From an optimization exercise on the open Yosys and OpenROAD flow, aimed at small area, a short achievable clock period and few clock cycles per item; shortcuts taken in it are not production practice.
Function was checked by simulation only, so behaviour that the tests miss may differ from the original.
No activity file was given, so power comes from the tool's default toggle rates.

## deque_search
module deque_search (
  input  logic        clk,
  input  logic        rst_n,
  input  logic        start,
  output logic        busy,
  input  logic [2:0]  in_cmd,
  input  logic [31:0] in_value,
  output logic        out_valid,
  output logic [1:0]  out_status,
  output logic [31:0] out_found_value,
  output logic [6:0]  out_count
);
  dqvs_pkg::in_t  in_data;
  dqvs_pkg::out_t out_data;
  assign in_data.cmd   = in_cmd;
  assign in_data.value = in_value;
  deque_with_value_search #(
    .DEPTH(dqvs_pkg::DEPTH_DEF)
  ) u_deque (
    .clk       (clk),
    .rst_n     (rst_n),
    .start     (start),
    .busy      (busy),
    .in_data   (in_data),
    .out_valid (out_valid),
    .out_data  (out_data)
  );
  assign out_status      = out_data.status;
  assign out_found_value = out_data.found_value;
  assign out_count       = out_data.count;
endmodule
==> flow/config.mk <==
export PLATFORM = sky130hd
export DESIGN_NAME = deque_search
export DESIGN_NICKNAME = deque_search
export VERILOG_FILES = /design/flow/design.v
export SDC_FILE = /design/flow/constraint.sdc
export NUM_CORES = 4
export LEC_CHECK = 0
export CAP_MARGIN = 20
export CORE_MARGIN = 2
export CORE_UTILIZATION = 55
export CTS_CLUSTER_DIAMETER = 100
export CTS_CLUSTER_SIZE = 24
export SETUP_SLACK_MARGIN = 2.6
export SLEW_MARGIN = 20
==> flow/constraint.sdc <==
create_clock -name core_clock -period 5.0 [get_ports {clk}]
set_input_delay 1.0000 -clock core_clock [delete_from_list [all_inputs] [get_ports {clk}]]
set_output_delay 1.0000 -clock core_clock [all_outputs]
set_load 0.01 [all_outputs]
run.sh (not shown) runs the stock make flow with config.mk's settings and CLKGATE_MAP_FILE= SYNTH_SCRIPT=/design/flow/synth_recipe.tcl, a recipe that flattens the netlist after the stock synthesis.
Testbench counts at the start, summed over its fixed seeds: cycles 12,024, commands 12,000.
==> next run, changes <==
SETUP_SLACK_MARGIN = 2.75   (was 2.6)
TNS_END_PERCENT = 10   (was unset)
The changed run completed without violations; synthesized cell count does not change; sequential share of layout area went down by 0.68 points; sequential cell count stays the same; cell area went up by 1.1%.
==> next run, changes <==
SETUP_SLACK_MARGIN = 2.9   (was 2.75)
TNS_END_PERCENT = unset   (was 10)
After rerunning:
- The new run produced a clean layout
- flip-flop and latch count stays the same
- core utilization rose by 1.3 points
- setup slack improves by 130 ps
- clock-buffer cell count fell by 4
- cell count rose by 1.2%
==> next run, changes <==
SETUP_SLACK_MARGIN = 3.05   (was 2.9)
What happened: Cell area goes up by 4.4%; worst setup slack is worse by 37 ps; critical path depth grows by 6; sequential power hardly moves; cell count climbs by 2.3%; worst hold slack degrades by 16 ps; maximum frequency falls by 1.7%.

* * *

## branch willow
Another version of the RTL of deque_search (not shown whole).
For scale: about 5900 cells after synthesis, ~2300 flip-flops, roughly 81 I/O pins, roughly 94000 µm² of cells after synthesis.
Settings: LEC_CHECK=0, CAP_MARGIN=20, CORE_MARGIN=2, CORE_UTILIZATION=55, CTS_CLUSTER_DIAMETER=100, CTS_CLUSTER_SIZE=24, SETUP_SLACK_MARGIN=2.6, SLEW_MARGIN=20; clock period 5.0 ns.
branch willow completed end to end with timing, DRC and antenna clean.
Testbench counts of branch willow, summed over its fixed seeds: cycles 12,024, commands 12,000.
### branch willow -> branch lagoon
- SETUP_SLACK_MARGIN changed from 2.6 to 2.3
## What came out
Compared with branch willow, branch lagoon degrades time the final worst path needs with I/O delays and setup.
branch lagoon ends up with a met1 usage that is 0.96 points lower than in branch willow.
Going from branch willow to branch lagoon, static leakage moved down; fmax moved down; non-clock buffer count moved down.
As far as sequential cell count is concerned, branch lagoon and branch willow perform about the same.
Peak ir drop on the vdd network improves in branch lagoon relative to branch willow.
The post-synthesis instance area was comparable across branch lagoon and branch willow.
Comparing branch lagoon and branch willow, depth of the critical timing path with buffers and inverters included is lower on branch lagoon.
Compared to branch willow, branch lagoon has arrival time reported for the critical path endpoint 0.35 ns higher.
[diff] design area, branch lagoon relative to branch willow: improvement

* * *

## the baseline
RTL: one of the versions met above, not the one the previous note started from.
Size: roughly 5900 cells after synthesis, about 2300 flip-flops, ~0.095 mm² of cells after synthesis.
make LEC_CHECK=0 CAP_MARGIN=20 CORE_MARGIN=2 CORE_UTILIZATION=55 CTS_CLUSTER_DIAMETER=80 CTS_CLUSTER_SIZE=20 SETUP_SLACK_MARGIN=2.75 SLEW_MARGIN=20 finish   # period 5.0 ns
Testbench counts of the baseline, summed over its fixed seeds: cycles 12,024, commands 12,000.
Edits applied to the flow inputs when going from the baseline to the candidate:
- PLACE_DENSITY newly set to 0.7
- CTS_CLUSTER_DIAMETER changed from 80 to 100
- CTS_CLUSTER_SIZE changed from 20 to 24
- SETUP_SLACK_MARGIN changed from 2.75 to 2.6
==> comparison <==
Worst-skew pair later-pin latency: the candidate vs the baseline down 40 ps. Going from the baseline to the candidate, number of buffers added by the clock tree synthesis step decreased 31, met1 wire length dropped about 12%, ratio of routed vias to standard cells increased by about 1.4% relative to the old numbers, half-perimeter wire length after detailed placement now smaller. When the candidate is set beside the baseline, its share of total power in combinational logic turns out to be 0.2 points smaller. Against the baseline as the reference, the candidate delivers a lower wire length after detailed routing. Placeable core region: the candidate vs the baseline identical. The candidate reached the end of the flow, and the finished layout is clean on the timing, design-rule and antenna checks. Compared with the baseline, count of clock-buffer cells in the layout in the candidate decreased by more than 10%. Between the baseline and the candidate, power density over the cells decreased.

==> re-timing with driven ports <==
The results above use ideal ports. As a check the final layouts listed here were re-extracted and re-timed, cells and wires unchanged. Step 1, drivers: a clkbuf_16 drives clk and a buf_2 each remaining input, both assumed. Step 2 adds t to the input delays and takes it off the output delays; t is the mean of the earliest and latest rising clock arrival at the registers after step 1. Input paths then give back, and output paths get back, about the clock's delay inside the block. a / b / c = no drivers / after step 1 / after step 2; a / b = the first two.
run | t, ns | setup WS [ns] | slew at the worst register clock pin (ns) | cell pins on the clock port's net
the first run of note 1 | 0.854 | 2.611 / 2.577 / 2.142 | 0.10 / 0.10 | 1
the second run of note 1 | 0.860 | 2.652 / 2.603 / 2.129 | 0.10 / 0.10 | 1
the third run of note 1 | 0.861 | 2.778 / 2.690 / 2.365 | 0.11 / 0.11 | 1
the fourth run of note 1 | 0.877 | 2.741 / 2.669 / 2.330 | 0.11 / 0.11 | 1
branch willow | 0.847 | 2.557 / 2.557 / 2.557 | 0.11 / 0.11 | 1
branch lagoon | 0.849 | 2.201 / 2.201 / 2.201 | 0.11 / 0.11 | 1
the baseline | 0.893 | 2.735 / 2.661 / 2.286 | 0.09 / 0.09 | 1
the candidate | 0.860 | 2.628 / 2.565 / 2.248 | 0.10 / 0.10 | 1
After both steps every run listed still meets setup and hold. The setup slack of the second run of note 1, which loses most, moves by -0.049 ns with the drivers and by -0.523 ns with both steps.
